This is an optimization exercise on Yosys and OpenROAD, whose aim is small area, not a production implementation.
Only simulation tests tie the RTL to the original design; equivalence was not proved.
The flow treats the clock pin as an ideal source, which a real chip does not have.
Power and IR drop assume default switching activity.

File: flow/run.sh
#!/bin/bash
# Own layout flow:
#  1. the standard synthesis (standard.sh synth), unchanged;
#  2. the same synthesis script rerun in side folders with ORFS's adder
#     mapping off and/or ABC's area script, giving the same registers
#     (checked by name and cell type) with differently mapped logic;
#  3. the combinational cells of each of these netlists re-mapped by ABC for
#     area with a few scripts (registers untouched); the smallest netlist is
#     laid out;
#  4. the standard layout from floorplan on, with small port buffers and
#     its own small clock tree (clock.tcl).
# Each tool's output goes to a log file in the work folder.
set -euo pipefail
W=$(pwd)
F=$W/flow
LIB=$FLOW_HOME/platforms/sky130hd/lib/sky130_fd_sc_hd__tt_025C_1v80.lib
R=$W/orfs/results/sky130hd/servo_pwm_multi/base

bash standard.sh synth > $W/log_synth.txt 2>&1
cp $R/1_2_yosys.v $W/netlist_s1.v
regs() { grep -oE 'sky130_fd_sc_hd__(df|sdf|dl|edf)[A-Za-z0-9_]* +[^ ]+' "$1" | sort; }
regs $W/netlist_s1.v > $W/regs_s1.txt

# side syntheses: same script and registers, other logic mapping
variants=("ADDER_MAP_FILE=" "ABC_AREA=1" "ADDER_MAP_FILE= ABC_AREA=1")
for i in 0 1 2; do
  n=s$((i+2))
  sed "s#WORK_HOME=[^ ]*#WORK_HOME=$W/side_$n#" standard.sh > $W/side_$n.sh
  ( bash $W/side_$n.sh ${variants[$i]} synth > $W/log_synth_$n.txt 2>&1 || true ) &
done
wait
for n in s2 s3 s4; do
  nl=$W/side_$n/results/sky130hd/servo_pwm_multi/base/1_2_yosys.v
  if [[ -f $nl ]]; then
    regs $nl > $W/regs_$n.txt
    if cmp -s $W/regs_s1.txt $W/regs_$n.txt; then cp $nl $W/netlist_$n.v; fi
  fi
done

# re-map the combinational logic for area
python3 $F/gen_cellmap.py $LIB $W/cellmap.v > $W/log_cellmap.txt 2>&1
DU=$(sed -n '/DONT_USE_CELLS/,/^$/p' $FLOW_HOME/platforms/sky130hd/config.mk | grep -o 'sky130_fd_sc_hd__[A-Za-z0-9_]*' | sed 's/^/-dont_use /' | tr '\n' ' ')
jobs=0
for NL in $W/netlist_s*.v; do
  s=$(basename $NL .v); s=${s#netlist_}
  for S in $F/abc*.script; do
    n=${s}_$(basename $S .script)
    sed -e "s#@LIB@#$LIB#g" -e "s#@IN@#$NL#" -e "s#@TOP@#$FLOW_TOP#" \
        -e "s#@MAP@#$W/cellmap.v#" -e "s#@SCRIPT@#$S#" -e "s#@DONTUSE@#$DU#" \
        -e "s#@STAT@#$W/remap_$n.stat#" -e "s#@OUT@#$W/remap_$n.v#" $F/remap.ys.in > $W/remap_$n.ys
    ( yosys -l $W/log_remap_$n.txt -q -s $W/remap_$n.ys > /dev/null 2>&1 || true ) &
    jobs=$((jobs+1))
    if (( jobs % ${NUM_CORES:-4} == 0 )); then wait; fi
  done
done
wait
best=""; bestArea=""
for st in $W/remap_*.stat; do
  n=$(basename $st .stat); n=${n#remap_}
  a=$(grep "Chip area" $st | awk '{print $NF}')
  [[ -n "$a" && -f $W/remap_$n.v ]] || continue
  regs $W/remap_$n.v > $W/regs_remap_$n.txt
  cmp -s $W/regs_s1.txt $W/regs_remap_$n.txt || continue
  echo "$n $a" >> $W/remap_areas.txt
  if [[ -z "$bestArea" ]] || awk "BEGIN{exit !($a < $bestArea)}"; then best=$n; bestArea=$a; fi
done
echo "chosen $best $bestArea" >> $W/remap_areas.txt
cp $W/remap_$best.v $R/1_2_yosys.v

PORTBUF="BUFFER_PORTS_ARGS=-buffer_cell sky130_fd_sc_hd__buf_1"
bash standard.sh "$PORTBUF" place > $W/log_place.txt 2>&1

# clock buffers: the clock port drives four buf_6, one per quarter of the flip-flops
RESULTS=$R LIBFILE=$LIB PLATFORM_DIR=$FLOW_HOME/platforms/sky130hd CLKPORT=clk NGROUP=4 \
  CLKBUF=sky130_fd_sc_hd__buf_6 openroad -no_init -exit $F/clock.tcl > $W/log_clock.txt 2>&1
cp $R/4_1_cts.odb $R/4_cts.odb
touch $R/4_cts.sdc

bash standard.sh "$PORTBUF" finish > $W/log_route.txt 2>&1
File: flow/abc1.script
strash
&get -n
&deepsyn -J 100 -T 120
&put
dch -f
amap
File: flow/abc2.script
strash
&get -n
&deepsyn -J 100 -T 120 -S 2
&put
dch -f
amap
File: flow/abc3.script
strash
&get -n
&deepsyn -J 100 -T 120 -S 3
&put
dch -f
amap
File: flow/abc4.script
strash
&get -n
&deepsyn -J 100 -T 120
&put
dch -f
amap -F 5 -A 5
File: flow/clock.tcl
# Clock buffering for a small design: the clock port drives NGROUP clock
# buffers, each driving the flip-flops of one region (four: a balanced split
# by y, then by x; otherwise equal slices by x). Reads 3_place.odb, writes
# 4_1_cts.odb and 4_cts.sdc.
set R $::env(RESULTS)
read_liberty $::env(LIBFILE)
read_db $R/3_place.odb
read_sdc $R/3_place.sdc
source $::env(PLATFORM_DIR)/setRC.tcl
set block [ord::get_db_block]
set clkport $::env(CLKPORT)
set buf $::env(CLKBUF)

set sinks {}
foreach it [[$block findNet $clkport] getITerms] {
  set bb [[$it getInst] getBBox]
  lappend sinks [list [expr {([$bb xMin]+[$bb xMax])/2}] [expr {([$bb yMin]+[$bb yMax])/2}] \
    "[[$it getInst] getName]/[[$it getMTerm] getName]"]
}
proc halve {lst idx} {
  set s [lsort -integer -index $idx $lst]
  set h [expr {[llength $s] / 2}]
  return [list [lrange $s 0 [expr {$h-1}]] [lrange $s $h end]]
}
set groups {}
set NG $::env(NGROUP)
if {$NG == 4} {
  foreach half [halve $sinks 1] {
    foreach q [halve $half 0] { lappend groups $q }
  }
} else {
  set s [lsort -integer -index 0 $sinks]
  set n [llength $s]
  for {set k 0} {$k < $NG} {incr k} {
    lappend groups [lrange $s [expr {$k*$n/$NG}] [expr {($k+1)*$n/$NG-1}]]
  }
}
set i 0
foreach g $groups {
  set sx 0; set sy 0; set pins {}
  foreach s $g { set sx [expr {$sx + [lindex $s 0]}]; set sy [expr {$sy + [lindex $s 1]}]; lappend pins [get_pins [lindex $s 2]] }
  set n [llength $g]
  set loc [list [expr {$sx / $n / 1000.0}] [expr {$sy / $n / 1000.0}]]
  puts "clock group $i: $n sinks at $loc"
  insert_buffer -buffer_cell $buf -net $clkport -load_pins $pins -location $loc -buffer_name clkbuf_$i -net_name clknet_$i
  incr i
}
set_propagated_clock [all_clocks]
detailed_placement
check_placement -verbose
estimate_parasitics -placement
report_clock_skew
set worst 0
foreach pin [get_pins -hierarchical */CLK] {
  set s [get_property $pin slew_max]
  if {$s > $worst} {set worst $s}
}
puts "worst clock pin slew $worst"
report_check_types -max_slew -max_capacitance -violators
report_worst_slack -max
report_worst_slack -min
write_db $R/4_1_cts.odb
write_sdc -no_timestamp $R/4_cts.sdc
File: flow/gen_cellmap.py
#!/usr/bin/env python3
"""Write a Yosys techmap file that turns each combinational standard cell of a
liberty file into its logic function (flip-flops, latches and tie cells are left)."""
import re, sys
lib = open(sys.argv[1]).read()
out = open(sys.argv[2], 'w')
pos = 0
cells = []
for m in re.finditer(r'\n\s*cell\s*\(\s*"?([\w]+)"?\s*\)\s*\{', lib):
    cells.append((m.group(1), m.start()))
cells.append((None, len(lib)))
for (name, s), (_, e) in zip(cells, cells[1:]):
    body = lib[s:e]
    if re.search(r'\b(ff|latch|ff_bank|statetable)\s*\(', body):
        continue
    ins, outs = [], []
    # crude pin parse: split at 'pin (' occurrences
    parts = re.split(r'\n\s*pin\s*\(\s*"?(\w+)"?\s*\)\s*\{', body)
    for i in range(1, len(parts), 2):
        pn, pb = parts[i], parts[i + 1]
        d = re.search(r'direction\s*:\s*"?(\w+)"?', pb)
        if not d:
            continue
        f = re.search(r'\bfunction\s*:\s*"([^"]*)"', pb)
        if d.group(1) == 'input':
            ins.append(pn)
        elif d.group(1) == 'output':
            outs.append((pn, f.group(1) if f else None))
    if not outs or any(f is None for _, f in outs) or not ins:
        continue
    if any(re.search(r'VPWR|VGND|KAPWR', f) for _, f in outs):
        continue
    out.write(f"module {name} ({', '.join(ins + [o for o, _ in outs])});\n")
    for p in ins:
        out.write(f"  input {p};\n")
    for o, f in outs:
        expr = f.replace('!', '~')
        expr = re.sub(r'(\w)\s+(?=[\w(~])', r'\1 & ', expr)
        out.write(f"  output {o};\n  assign {o} = {expr};\n")
    out.write("endmodule\n\n")
File: flow/remap.ys.in
read_liberty -lib @LIB@
read_verilog @IN@
hierarchy -top @TOP@
techmap -map @MAP@
simplemap
opt -purge
abc -script @SCRIPT@ -liberty @LIB@ @DONTUSE@
opt_clean -purge
hilomap -singleton -hicell sky130_fd_sc_hd__conb_1 HI -locell sky130_fd_sc_hd__conb_1 LO
tee -o @STAT@ stat -liberty @LIB@
write_verilog -noattr -noexpr -nohex -nodec @OUT@
File: standard.sh
#!/bin/bash
# synth_recipe.tcl (not shown) runs the flow's synth.tcl, then flattens the netlist and writes it again
# the make line also repeats each setting of config.mk as NAME=value (left out here)
make -C /OpenROAD-flow-scripts/flow DESIGN_CONFIG=/design/flow/config.mk WORK_HOME=/design/flow/orfs CLKGATE_MAP_FILE= SYNTH_SCRIPT=/design/flow/synth_recipe.tcl "${@:-finish}"
File: config.mk
export PLATFORM = sky130hd
export DESIGN_NAME = servo_pwm_multi
export DESIGN_NICKNAME = servo_pwm_multi
export VERILOG_FILES = /design/flow/design.v
export SDC_FILE = /design/flow/constraint.sdc
export NUM_CORES = 4
export LEC_CHECK = 0
export CAP_MARGIN = 20
export CORE_MARGIN = 2
export CORE_UTILIZATION = 70
export SLEW_MARGIN = 20
File: constraint.sdc
create_clock -name core_clock -period 20.0 [get_ports {clk}]
set_input_delay 4.0000 -clock core_clock [delete_from_list [all_inputs] [get_ports {clk}]]
set_output_delay 4.0000 -clock core_clock [all_outputs]
set_load 0.01 [all_outputs]
File: design.v
package servo_pkg;
   localparam int DEF_MIN_PW    = 500;
   localparam int DEF_CENTER_PW = 1_500;
   localparam int DEF_MAX_PW    = 2_500;
   localparam logic [3:0] TGT_CENTER = 4'd5;
   localparam logic [5:0] CUR_CENTER = 6'd20;
endpackage
module servo_pwm_multi (
   input  logic       clk,
   input  logic       rst,
   input  logic       inc_pulse,
   input  logic       dec_pulse,
   input  logic       center_pulse,
   input  logic       sel_pulse,
   output logic [3:0] pwm_out,
   output logic [3:0] sel_onehot,
   output logic       at_min,
   output logic       at_max,
   output logic       frame_start
);
   logic [5:0] lo_q;
   logic [8:0] g_q, g_d;
   logic [1:0] sel_q;
   logic       loLast, loWrap, gEnd, frameEnd;
   assign loLast   = (lo_q == 6'd46);                               
   assign loWrap   = (lo_q[4:0] == 5'b01110);                       
   assign gEnd     = g_q[8] & g_q[7] & ~g_q[6] & g_q[2] & g_q[0];   
   assign frameEnd = gEnd & (lo_q == 6'd55);                        
   always_comb begin
      g_d = g_q + 9'(loWrap);
      if (loWrap & gEnd) g_d[6:4] = 3'b111;
   end
   logic [8:0] gN_q;
   assign g_q = ~gN_q;
   logic [5:0] loN_q;
   assign lo_q = ~loN_q;
   always_ff @(posedge clk or negedge rst) begin
      if (!rst) begin
         loN_q <= ~6'd14;
         gN_q  <= ~9'd389;
         sel_q <= 2'd0;
      end else begin
         loN_q <= ~{lo_q[4:0], lo_q[5] ^ lo_q[0] ^ loLast};
         gN_q  <= ~g_d;
         sel_q <= sel_q + 2'(sel_pulse);
      end
   end
   assign frame_start = gEnd & loLast;                              
   logic       gLow, gNeg;
   logic [3:0] selDec, tgt [4], tgtSel, tgtNew;
   logic       selMax, selMin;
   assign gLow   = (g_q[8:6] == 3'b000);
   assign gNeg   = (g_q[8:6] == 3'b111);
   assign tgtSel = tgt[sel_q];
   assign selMax = tgtSel[3] & tgtSel[1];         
   assign selMin = (tgtSel == 4'd0);
   always_comb begin
      if (center_pulse)                          tgtNew = servo_pkg::TGT_CENTER;
      else if (inc_pulse & ~dec_pulse & ~selMax) tgtNew = tgtSel + 4'd1;
      else if (dec_pulse & ~inc_pulse & ~selMin) tgtNew = tgtSel - 4'd1;
      else                                       tgtNew = tgtSel;
   end
   always_comb begin
      selDec        = '0;
      selDec[sel_q] = 1'b1;
   end
   for (genvar i = 0; i < 4; i++) begin : gen_ch
      servo_channel u_channel (
         .clk_i      (clk),
         .rst_ni     (rst),
         .frameEnd_i (frameEnd),
         .load_i     (selDec[i]),
         .tgtNew_i   (tgtNew),
         .g_i        (g_q[5:0]),
         .gLow_i     (gLow),
         .gNeg_i     (gNeg),
         .pwm_o      (pwm_out[i]),
         .target_o   (tgt[i])
      );
   end
   assign sel_onehot = selDec;
   assign at_min     = selMin;
   assign at_max     = selMax;
endmodule
module servo_channel (
   input  logic       clk_i,
   input  logic       rst_ni,
   input  logic       frameEnd_i,
   input  logic       load_i,      
   input  logic [3:0] tgtNew_i,
   input  logic [5:0] g_i,         
   input  logic       gLow_i,      
   input  logic       gNeg_i,      
   output logic       pwm_o,
   output logic [3:0] target_o
);
   logic [3:0] tgt_q;
   logic [5:0] cur_q, cur_d, curT;
   logic move, dn, run;
   assign dn   = ~(cur_q[5:2] < tgt_q);
   assign move = (cur_q != {tgt_q, 2'b00});
   always_comb begin
      run = frameEnd_i & move;
      for (int b = 0; b < 6; b++) begin
         curT[b] = run;
         run     = run & (cur_q[b] ^ dn);
      end
      cur_d = cur_q ^ curT;
   end
   always_ff @(posedge clk_i or negedge rst_ni) begin
      if (!rst_ni) begin
         tgt_q <= servo_pkg::TGT_CENTER;
         cur_q <= servo_pkg::CUR_CENTER;
      end else begin
         if (load_i) tgt_q <= tgtNew_i;
         cur_q <= cur_d;
      end
   end
   assign pwm_o    = gNeg_i | (gLow_i & (g_i < cur_q));
   assign target_o = tgt_q;
endmodule
==> metrics.log, run 1 <==
INFO  metric endpoint_class_of_the_critical_path = primary output
INFO  metric slew_headroom = 0.544
INFO  metric maxClockFrequency = roughly 160 MHz
INFO  metric detail_route.wirelength = 6470 um
INFO  metric detailroute.via_count = 2690
INFO  metric initial_util = 0.734
INFO  metric antenna_found_initial = 0
INFO  metric drc_errors = 0
INFO  metric finalClockSkew = 0.0149 ns
INFO  metric syn_avg_cell_area = around 8.4 sq um
INFO  metric clock_power_share = 0.152
INFO  metric port_buffers = 16
INFO  metric run_status = timing/DRC/antenna clean
INFO  metric cp.buffers_inverters = 3
INFO  metric layout_commonest_cell = sky130_fd_sc_hd__clkinv_1
INFO  metric io_pins = 17
INFO  metric maxCapViolCount = 0
INFO  metric grt_pass1_wl = 11200 um
INFO  metric totalNegativeSetupSlack = 0 ns
INFO  metric crit_path_top_delay_cell = sky130_fd_sc_hd__dfrtp_1
INFO  metric grt.met2_usage = 0.452
INFO  metric final_cell_mix = 60 x sky130_fd_sc_hd__clkinv_1, 53 x sky130_fd_sc_hd__nor2_1, 43 x sky130_fd_sc_hd__o21ai_0
INFO  metric min_path_type = flip-flop to flip-flop
INFO  metric worstPathArrival = 2.17 ns
INFO  metric final_hold_viol_count = 0
INFO  metric total_switching_power = 102 uW
INFO  metric worst_hold_path.num_cells = 0
INFO  metric ff2ff_path_depth = 13
INFO  metric gr_overflow_total = 0
INFO  metric final.min_clock_period = a little over 6 ns
INFO  metric power.ir.vdd_worst = 75.6 uV
INFO  metric die_w = approximately 70 um
INFO  metric drive_gt1_frac = 0.0820
INFO  metric area_growth_syn_to_layout = 6.18%
INFO  metric r2r_end = gen_ch[1].u_channel.tgt_q[3]
INFO  metric grt_start_max_net_pins = 58
INFO  metric post_synth_inst_count = 356
INFO  metric grt_most_used_layer = met2
INFO  metric worst_margin_pin_slew = 0.684 ns
INFO  metric comb_power_share = 0.319
INFO  metric dp.cells = between 400 and 500
INFO  metric first_global_vias = 2573
INFO  metric holdWs = 0.375 ns
INFO  metric switching_share = 0.355
INFO  metric startpoint = sel_q[0]
INFO  metric place.detailed.hpwl = around 4900 um
INFO  metric crit_required = between 15 and 20 ns
INFO  metric timing_max_transition_violations_final = 0
INFO  metric crit_path_max_incr_delay = 0.38 ns
INFO  metric n_antenna_cell = 0
INFO  metric place.gp.congestion = 0.910
INFO  metric final_nets = a little under 400
INFO  metric unrepaired_setup_endpoints_after_global_routing = false
INFO  metric timing.hold.worst.start = loN_q[1]
INFO  metric syn-cell-area = 2980 sq um
INFO  metric drt_iter0_markers = 246
INFO  metric first_pass_iters = 5
INFO  metric setup.worst_path.class = flip-flop to primary output
INFO  metric routedWlPerCell = roughly 15 um
INFO  metric antenna_violating_nets_remaining = 0
INFO  metric timing.critical_path.cells = clkinv_1, nor2_1, clkinv_1, o22ai_1, a221o_1, nand2_1, nor3_1, buf_1
INFO  metric hold_end = loN_q[2]
INFO  metric total_power_density_per_cell_area = 91.0 nW/um^2
INFO  metric avgViaCountPerCell = ~6.3
INFO  metric leakage = between 0.001 and 0.0015 uW
INFO  metric grt.met3_usage = 0.0596
INFO  metric r2r-start = sel_q[0]
INFO  metric synth-warning-count = 3
INFO  metric mappedNetlistNets = 362
INFO  metric cell_internal_pwr = 186 uW
INFO  metric p_seq_frac = 0.529
INFO  metric use_met1 = 0.379
INFO  metric cpLargestDelayFamily = simple AND/OR/NAND/NOR gates
INFO  metric clk_transition_reported_paths = 0.09 ns
INFO  metric std_cell_rows = 23
INFO  metric path_common_cell = sky130_fd_sc_hd__clkinv_1
INFO  metric part_of_the_cycle_the_worst_path_needs = 0.309
INFO  metric instances_no_fill = about 430
INFO  metric worst_skew_pair.late_latency = 0.13 ns
INFO  metric die_area = 4790 sq um
INFO  metric finalSetupViolations = 0
INFO  metric globalRouteTotalUtil = 0.277
INFO  metric timing.critical_path.from_type = flip-flop
INFO  metric die_h = slightly below 70 um
INFO  metric crit_fanout = 9
INFO  metric rrSetupSlack = 16.89 ns
INFO  metric fp.coreArea = 4060 sq um
==> area by class of cell <==
| class | count | area [sq um] |
|---|---|---|
| inverters | 60 | 225 |
| repair buffers | 18 | 76.3 |
| multi-input cells | 239 | 1290 |
| fillers | 289 | 897 |
| well taps | 50 | 62.6 |
| flip-flops and latches | 57 | 1460 |
| clock buffers | 4 | 45.0 |
==> sequential cells by signal, summed over array words and instances, names as in the netlist <==
register,cells
gen_ch.u_channel.cur_q,24
sel_q,2
loN_q,6
gN_q,9
gen_ch.u_channel.tgt_q,16
==> metrics by stage <==
step | instance area, sq um | total power [uW] | setup slack, ns | util
3_3_place_gp | 3120 | 241 | 14.17 | 0.768
5_1_grt | 3160 | 307 | 13.56 | 0.779
6_report | 3160 | 288 | 13.83 | 0.779
3_5_place_dp | 3120 | 244 | 14.01 | 0.768
2_1_floorplan | 2980 | 219 | 14.19 | -
==> per-layer routing <==
metal,vias to the layer above,wire length (um)
met2,101,2980
li1,1348,-
met3,14,498
met1,1227,2870
met5,-,0
met4,0,114
==> power groups by stage <==
stage	registers (uW)	logic (uW)	clock network (uW)
3_5_place_dp	154	90.4	0
2_1_floorplan	149	70.1	0
5_1_grt	154	104	48.8
6_report	152	91.9	43.8
3_3_place_gp	153	87.6	0
==> how the worst max path moves through the flow <==
stage / cells after the start / to / slack (ns)
final: 8 / at_min / 13.83
after global routing: 8 / at_min / 13.56
after detailed placement: 8 / at_min / 14.01
after global placement: 8 / at_min / 14.17
after floorplan: 7 / at_min / 14.19
==> run 2, diff against run 1 <==
--- a/design.v
+++ b/design.v
@@ -32,15 +32,13 @@
    end
    logic [8:0] gN_q;
    assign g_q = ~gN_q;
-   logic [5:0] loN_q;
-   assign lo_q = ~loN_q;
    always_ff @(posedge clk or negedge rst) begin
       if (!rst) begin
-         loN_q <= ~6'd14;
+         lo_q  <= 6'd14;
          gN_q  <= ~9'd389;
          sel_q <= 2'd0;
       end else begin
-         loN_q <= ~{lo_q[4:0], lo_q[5] ^ lo_q[0] ^ loLast};
+         lo_q  <= {lo_q[4:0], lo_q[5] ^ lo_q[0] ^ loLast};
          gN_q  <= ~g_d;
          sel_q <= sel_q + 2'(sel_pulse);
       end
==> flow/abc5.script (new file) <==
strash
&get -n
&deepsyn -J 100 -T 120 -S 4
&put
dch -f
amap
==> flow/abc6.script (new file) <==
strash
&get -n
&deepsyn -J 100 -T 120 -S 5
&put
dch -f
amap
==> flow/abc7.script (new file) <==
strash
&get -n
&deepsyn -J 100 -T 120 -S 6
&put
dch -f
amap
==> flow/abc8.script (new file) <==
strash
&get -n
&deepsyn -J 100 -T 120 -S 7
&put
dch -f
amap
==> flow/abc9.script (new file) <==
strash
&get -n
&deepsyn -J 100 -T 120 -S 8
&put
dch -f
amap
==> run 2 against run 1 <==
Sequential power about the same; synthesized cell count down 2.0%; largest cell class unchanged; area after synthesis down 0.67%; critical path type unchanged; clock-buffer cell count unchanged; maximum frequency up 0.98%; register-to-register slack better by 0.10 ns; clock power about the same; via count up 3.0%; global-route usage up 4.3 points; cell area down 0.63%; cell count down 1.6%.
==> metrics.log, run 2 <==
INFO  metric area_growth_syn_to_layout = 6.22% (about the same)
INFO  metric layout_setup_ws = 13.89 ns (+0.0601 ns)
INFO  metric grt_pass1_wl = 11600 um (+3.6%)
INFO  metric gr_overflow_total = 0 (unchanged)
INFO  metric antenna_found_initial = 0 (unchanged)
INFO  metric io_pins = 17 (unchanged)
INFO  metric clk_transition_reported_paths = 0.09 ns (about the same)
INFO  metric antenna_violating_nets_remaining = 0 (unchanged)
INFO  metric timing.critical_path.from_type = flip-flop
INFO  metric routedWlPerCell = 16.9 um (+12%)
INFO  metric worstPathArrival = 2.11 ns (-0.06 ns)
INFO  metric place.detailed.hpwl = 5280 um (+6.9%)
INFO  metric maxCapViolCount = 0 (unchanged)
INFO  metric syn-cell-area = 2960 sq um (-0.67%)
INFO  metric crit_path_top_delay_cell = sky130_fd_sc_hd__dfrtp_1
INFO  metric dp_worst_setup_slack = 14.10 ns (+0.0848 ns)
INFO  metric drive_gt1_frac = 0.0836 (+0.00155)
INFO  metric num-fill-cells = 302 (+4.5%)
INFO  metric finish.utilization = 0.780 (about the same)
INFO  metric cpLargestDelayFamily = simple AND/OR/NAND/NOR gates
INFO  metric die_h = 69.0 um (-0.32%)
INFO  metric setup.worst_path.class = flip-flop to primary output
INFO  metric synth-warning-count = 3 (unchanged)
INFO  metric holdWs = 0.379 ns (+0.00402 ns)
INFO  metric final_nets = 379 (-1.8%)
INFO  metric first_pass_iters = 5 (unchanged)
INFO  metric power.ir.vdd_worst = 66.0 uV (-13%)
INFO  metric layout_commonest_cell = sky130_fd_sc_hd__clkinv_1
INFO  metric post_synth_inst_count = 349 (-2.0%)
INFO  metric die_w = 69.0 um (-0.32%)
INFO  metric avgViaCountPerCell = 6.58 (+4.7%)
INFO  metric cp.buffers_inverters = 2 (-1)
INFO  metric std_cell_rows = 23 (unchanged)
INFO  metric initial_util = 0.734 (about the same)
INFO  metric finalClockSkew = 0.0170 ns (+0.00211 ns)
INFO  metric detail_route.wirelength = 7110 um (+9.9%)
INFO  metric leakage = 0.00117 uW (-1.3%)
INFO  metric crit_fanout = 7 (-2)
INFO  metric totalNegativeSetupSlack = 0 ns (unchanged)
INFO  metric unrepaired_setup_endpoints_after_global_routing = false
INFO  metric place.gp.congestion = 0.943 (+3.7%)
INFO  metric endpoint_class_of_the_critical_path = primary output
INFO  metric syn_avg_cell_area = 8.47 sq um (+1.3%)
INFO  metric detailroute.via_count = 2770 (+3.0%)
INFO  metric grt_start_max_net_pins = 58 (unchanged)
INFO  metric mappedNetlistNets = 355 (-1.9%)
INFO  metric largest_register_ffs = 24 (unchanged)
INFO  metric slew_headroom = 0.530 (-0.0140)
INFO  metric drt_iter0_markers = 281 (+14%)
INFO  metric crit_required = 16.00 ns (about the same)
INFO  metric part_of_the_cycle_the_worst_path_needs = 0.306 (-0.00300)
INFO  metric run_status = timing/DRC/antenna clean
INFO  metric max_flop_register = gen_ch.u_channel.cur_q
INFO  metric final.min_clock_period = 6.11 ns (-0.0601 ns)
INFO  metric final_cell_mix = 57 x sky130_fd_sc_hd__clkinv_1, 43 x sky130_fd_sc_hd__nor2_1, 41 x sky130_fd_sc_hd__o21ai_0
INFO  metric timing.critical_path.cells = nor2_1, clkinv_1, o22ai_1, a221oi_1, nor2_1, nand2_1, nor2_1, buf_1
INFO  metric crit_path_max_incr_delay = 0.40 ns (+0.02 ns)
INFO  metric total_power_density_per_cell_area = 90.7 nW/um^2 (-0.38%)
INFO  metric drc_errors = 0 (unchanged)
INFO  metric maxClockFrequency = 164 MHz (+0.98%)
INFO  metric finalSetupViolations = 0 (unchanged)
INFO  metric die_area = 4760 sq um (-0.63%)
INFO  metric min_path_type = flip-flop to flip-flop
INFO  metric first_global_vias = 2503 (-2.7%)
INFO  metric fp.coreArea = 4030 sq um (-0.71%)
INFO  metric port_buffers = 16 (unchanged)
INFO  metric globalRouteTotalUtil = 0.320 (+0.0428)
INFO  metric final_hold_viol_count = 0 (unchanged)
INFO  metric n_antenna_cell = 0 (unchanged)
INFO  metric worst_margin_pin_slew = 0.705 ns (+0.0210 ns)
INFO  metric largest_registers = gen_ch.u_channel.cur_q (24), gen_ch.u_channel.tgt_q (16), gN_q (9)
INFO  metric worst_skew_pair.late_latency = 0.14 ns (about the same)
INFO  metric path_common_cell = sky130_fd_sc_hd__nor2_1
INFO  metric timing_max_transition_violations_final = 0 (unchanged)
-- run 2: worst register-to-register path: stages, from the launching register on --
cell	delay (ns)
sky130_fd_sc_hd__dfstp_2	0.55
sky130_fd_sc_hd__clkinv_1	0.10
sky130_fd_sc_hd__or4_1	0.54
sky130_fd_sc_hd__nor3_1	0.16
sky130_fd_sc_hd__buf_4	0.21
sky130_fd_sc_hd__clkinv_1	0.10
sky130_fd_sc_hd__or3_1	0.38
sky130_fd_sc_hd__o221ai_1	0.28
sky130_fd_sc_hd__nor2_1	0.12
sky130_fd_sc_hd__and3_1	0.19
sky130_fd_sc_hd__a21oi_1	0.16
sky130_fd_sc_hd__nor2_1	0.05
sky130_fd_sc_hd__a21oi_1	0.11
-- run 2: path summary, 6_finish.rpt --
check,from,end,slack (ns),cells past startpoint
setup / recovery,sel_q[0],at_min,13.89,8
setup reg to reg,gN_q[6],gen_ch[2].u_channel.cur_q[4],16.99,12
min in group asynchronous,rst,gen_ch[1].u_channel.cur_q[1],3.99,2
max in group asynchronous,rst,gen_ch[3].u_channel.cur_q[0],15.56,2
hold reg to reg,lo_q[2],lo_q[3],0.38,0
hold / removal,lo_q[2],lo_q[3],0.38,0
-- run 2: per-stage QoR --
step	std cells	total power (uW)	instance area, sq um
after floorplan	349	213	2960
after detailed placement	417	239	3100
after global placement	417	236	3100
final	421	285	3140
after global routing	421	302	3140
-- run 2: layer usage --
metal	global-route usage	routed length, um
met5	0	0
met4	0.0931	199
met3	0.0325	523
met2	0.549	3360
met1	0.430	3020
-- run 2: area by class of cell --
class | count | area [sq um] | share of cell area
clock buffer | 4 | 45.0 | 0.0143
inverter | 57 | 214 | 0.0681
timing repair buffer | 18 | 76.3 | 0.0243
tap | 50 | 62.6 | 0.0199
sequential | 57 | 1460 | 0.464
multi-input combinational | 235 | 1290 | 0.410
-- run 2: where the power goes --
part / leakage (uW) / internal [uW] / switching [uW] / total [uW]
clock: 0.0000242 / 16.1 / 28.0 / 44.1
combinational: 0.000447 / 28.9 / 60.8 / 89.7
sequential: 0.000700 / 138 / 13.4 / 151
==> run 3, diff against run 2 <==
--- a/design.v
+++ b/design.v
@@ -105,13 +105,17 @@
       end
       cur_d = cur_q ^ curT;
    end
+   logic [3:0] tgtX_q;
+   logic [5:0] curX_q;
+   assign tgt_q = tgtX_q ^ servo_pkg::TGT_CENTER;
+   assign cur_q = curX_q ^ servo_pkg::CUR_CENTER;
    always_ff @(posedge clk_i or negedge rst_ni) begin
       if (!rst_ni) begin
-         tgt_q <= servo_pkg::TGT_CENTER;
-         cur_q <= servo_pkg::CUR_CENTER;
+         tgtX_q <= '0;
+         curX_q <= '0;
       end else begin
-         if (load_i) tgt_q <= tgtNew_i;
-         cur_q <= cur_d;
+         if (load_i) tgtX_q <= tgtNew_i ^ servo_pkg::TGT_CENTER;
+         curX_q <= cur_d ^ servo_pkg::CUR_CENTER;
       end
    end
    assign pwm_o    = gNeg_i | (gLow_i & (g_i < cur_q));
==> run 3 against run 2 <==
Combinational power increased by 3.9%; clock-buffer cell count stayed put; cell area is 1.2% lower; core utilization down 0.35 points; clock power increased by 1%; largest power group unchanged; power shrank 0.62%; largest cell class unchanged; sequential share of layout area down 0.10 points; first-iteration DRC count fell by 6.0%; maximum frequency shrank 2.4%; die area down 1.2%; critical path depth down 1; hold slack lost 0.0045 ns.
==> metrics.log, run 3 <==
INFO  metric worst_margin_pin_slew = 0.742 ns (+0.0371 ns)
INFO  metric area_growth_syn_to_layout = 6.30% (about the same)
INFO  metric clk_transition_reported_paths = 0.09 ns (about the same)
INFO  metric totalNegativeSetupSlack = 0 ns (unchanged)
INFO  metric final_nets = 375 (-1.1%)
INFO  metric ff2ff_path_depth = 10 (-2)
INFO  metric timing_max_transition_violations_final = 0 (unchanged)
INFO  metric globalRouteTotalUtil = 0.325 (+0.00562)
INFO  metric finalClockSkew = 0.00921 ns (-0.00781 ns)
INFO  metric maxClockFrequency = 160 MHz (-2.4%)
INFO  metric worstPathArrival = 2.27 ns (+0.16 ns)
INFO  metric slew_headroom = 0.504 (-0.0265)
INFO  metric max_flop_register = gen_ch.u_channel.curX_q
INFO  metric first_pass_iters = 5 (unchanged)
INFO  metric post_synth_inst_count = 345 (-1.1%)
INFO  metric synth-warning-count = 3 (unchanged)
INFO  metric detail_route.wirelength = 7220 um (+1.6%)
INFO  metric place.gp.congestion = 0.971 (+3.0%)
INFO  metric antenna_found_initial = 0 (unchanged)
INFO  metric std_cell_rows = 23 (unchanged)
INFO  metric n_antenna_cell = 0 (unchanged)
INFO  metric min_path_type = flip-flop to flip-flop
INFO  metric largest_registers = gen_ch.u_channel.curX_q (24), gen_ch.u_channel.tgtX_q (16), gN_q (9)
INFO  metric unrepaired_setup_endpoints_after_global_routing = false
INFO  metric finalSetupViolations = 0 (unchanged)
INFO  metric syn_avg_cell_area = 8.46 sq um (about the same)
INFO  metric endpoint_class_of_the_critical_path = primary output
INFO  metric crit_fanout = 7 (unchanged)
INFO  metric routedWlPerCell = 17.3 um (+2.6%)
INFO  metric total_power_density_per_cell_area = 91.2 nW/um^2 (+0.54%)
INFO  metric fp.coreArea = 4000 sq um (-0.71%)
INFO  metric final.min_clock_period = 6.27 ns (+0.153 ns)
INFO  metric io_pins = 17 (unchanged)
INFO  metric mappedNetlistNets = 351 (-1.1%)
INFO  metric die_h = 68.6 um (-0.58%)
INFO  metric timing.critical_path.from_type = flip-flop
INFO  metric crit_required = 16.00 ns (about the same)
INFO  metric drt_iter0_markers = 264 (-6.0%)
INFO  metric setup.worst_path.class = flip-flop to primary output
INFO  metric grt_start_max_net_pins = 58 (unchanged)
INFO  metric final_hold_viol_count = 0 (unchanged)
INFO  metric worst_hold_path.num_cells = 0 (unchanged)
INFO  metric run_status = timing/DRC/antenna clean
INFO  metric maxCapViolCount = 0 (unchanged)
INFO  metric layout_commonest_cell = sky130_fd_sc_hd__clkinv_1
INFO  metric worst_skew_pair.late_latency = 0.13 ns (about the same)
INFO  metric avgViaCountPerCell = 6.60 (+0.38%)
INFO  metric die_w = 68.6 um (-0.58%)
INFO  metric port_buffers = 16 (unchanged)
INFO  metric gr_overflow_total = 0 (unchanged)
INFO  metric detailroute.via_count = 2754 (-0.58%)
INFO  metric leakage = 0.00117 uW (unchanged)
INFO  metric place.detailed.hpwl = 5370 um (+1.8%)
INFO  metric initial_util = 0.730 (-0.00379)
INFO  metric power.ir.vdd_worst = 67.7 uV (+2.6%)
INFO  metric drc_errors = 0 (unchanged)
INFO  metric first_global_vias = 2474 (-1.2%)
INFO  metric part_of_the_cycle_the_worst_path_needs = 0.313 (+0.00765)
INFO  metric antenna_violating_nets_remaining = 0 (unchanged)
INFO  metric largest_register_ffs = 24 (unchanged)
INFO  metric drive_gt1_frac = 0.0409 (-0.0427)
INFO  metric grt_pass1_wl = 11600 um (-0.47%)
INFO  metric die_area = 4700 sq um (-1.2%)
INFO  metric syn-cell-area = 2920 sq um (-1.2%)
INFO  metric final_cell_mix = 62 x sky130_fd_sc_hd__clkinv_1, 49 x sky130_fd_sc_hd__dfrtp_1, 46 x sky130_fd_sc_hd__nor2_1
INFO  metric p_total = 283 uW (-0.62%)
-- run 3: cell types whose count changed in the layout (fill, tap and decap cells not counted), moves of 5 or more --
cell	previous run	this run
sky130_fd_sc_hd__dfstp_2	24	8
sky130_fd_sc_hd__o21ai_0	41	35
sky130_fd_sc_hd__dfrtp_1	33	49
sky130_fd_sc_hd__nand2_1	38	29
sky130_fd_sc_hd__a21oi_1	14	22
sky130_fd_sc_hd__clkinv_1	57	62
-- run 3: worst paths after layout --
path	startpoint	end	slack, ns
max reg2reg	sel_q[1]	gen_ch[0].u_channel.tgtX_q[1]	16.77
max	sel_q[0]	at_min	13.73
min	lo_q[2]	lo_q[3]	0.37
min in group asynchronous	rst	gN_q[8]	4.00
min reg2reg	lo_q[2]	lo_q[3]	0.37
max in group asynchronous	rst	gen_ch[3].u_channel.tgtX_q[2]	15.54
-- run 3: cell type report --
cell class	instances	area, sq um
well taps	50	62.6
repair buffers	18	76.3
fillers	297	896
flip-flops and latches	57	1440
multi-input cells	226	1250
inverters	62	233
clock buffers	4	45.0
-- run 3: metrics by stage --
step	cells	util	worst slack (ns)	instance area (sq um)	hold slack [ns]
finish	417	0.776	13.73	3100	0.374
global route	417	0.776	13.56	3100	0.382
floorplan	345	-	14.07	2920	0.354
global placement	413	0.765	14.10	3060	0.355
detailed placement	413	0.765	13.96	3060	0.361
-- run 3: routing by layer --
layer,wire length (um),global-route usage,part of all wire,up-vias
li1,-,-,-,1314
met1,3170,0.456,0.44,1323
met2,3550,0.560,0.49,106
met3,417,0.0292,0.058,11
met4,89,0.0550,0.012,0
met5,0,0,0,-
-- run 3: report_power, final --
| part | total, uW | switching (uW) | internal [uW] |
|---|---|---|---|
| Clock | 44.6 | 28.5 | 16.1 |
| Sequential | 145 | 14.3 | 131 |
| Combinational | 93.2 | 61.6 | 31.6 |
| Total | 283 | 104 | 179 |
-- run 3: critical path, stage by stage (launching register included) --
cell                       delay [ns]
sky130_fd_sc_hd__dfrtp_1         0.38
sky130_fd_sc_hd__clkinv_1        0.12
sky130_fd_sc_hd__nor2_1          0.38
sky130_fd_sc_hd__clkinv_1        0.28
sky130_fd_sc_hd__o22ai_1         0.25
sky130_fd_sc_hd__a221oi_1        0.14
sky130_fd_sc_hd__nor4bb_1        0.40
sky130_fd_sc_hd__buf_1           0.19

-- static timing again, ports no longer ideal --
In the flow no input, the clock included, has a driving cell. The finished layouts below were timed again as built, in two steps. Step 1, drivers: a clkbuf_16 drives clk and a buf_2 each remaining input, both assumed. Step 2 moves the port delays by t, midway between the first and last clock arrival at a register: inputs arrive t later, outputs are due t later. That takes back most of the time a late clock gives input paths. a / b / c = no drivers / after step 1 / after step 2; a / b = the first two.
| run | t, ns | setup slack, ns | hold WS [ns] | worst setup path at the end | latest minus earliest clock arrival (ns) |
|---|---|---|---|---|---|
| run 1 | 0.185 | 13.827 / 13.766 / 13.952 | 0.375 / 0.375 / 0.375 | register to output | 0.015 / 0.015 |
| run 2 | 0.189 | 13.887 / 13.825 / 14.013 | 0.379 / 0.379 / 0.379 | register to output | 0.018 / 0.019 |
| run 3 | 0.185 | 13.734 / 13.673 / 13.858 | 0.374 / 0.374 / 0.374 | register to output | 0.009 / 0.009 |
After both steps setup and hold are still met in every run listed.
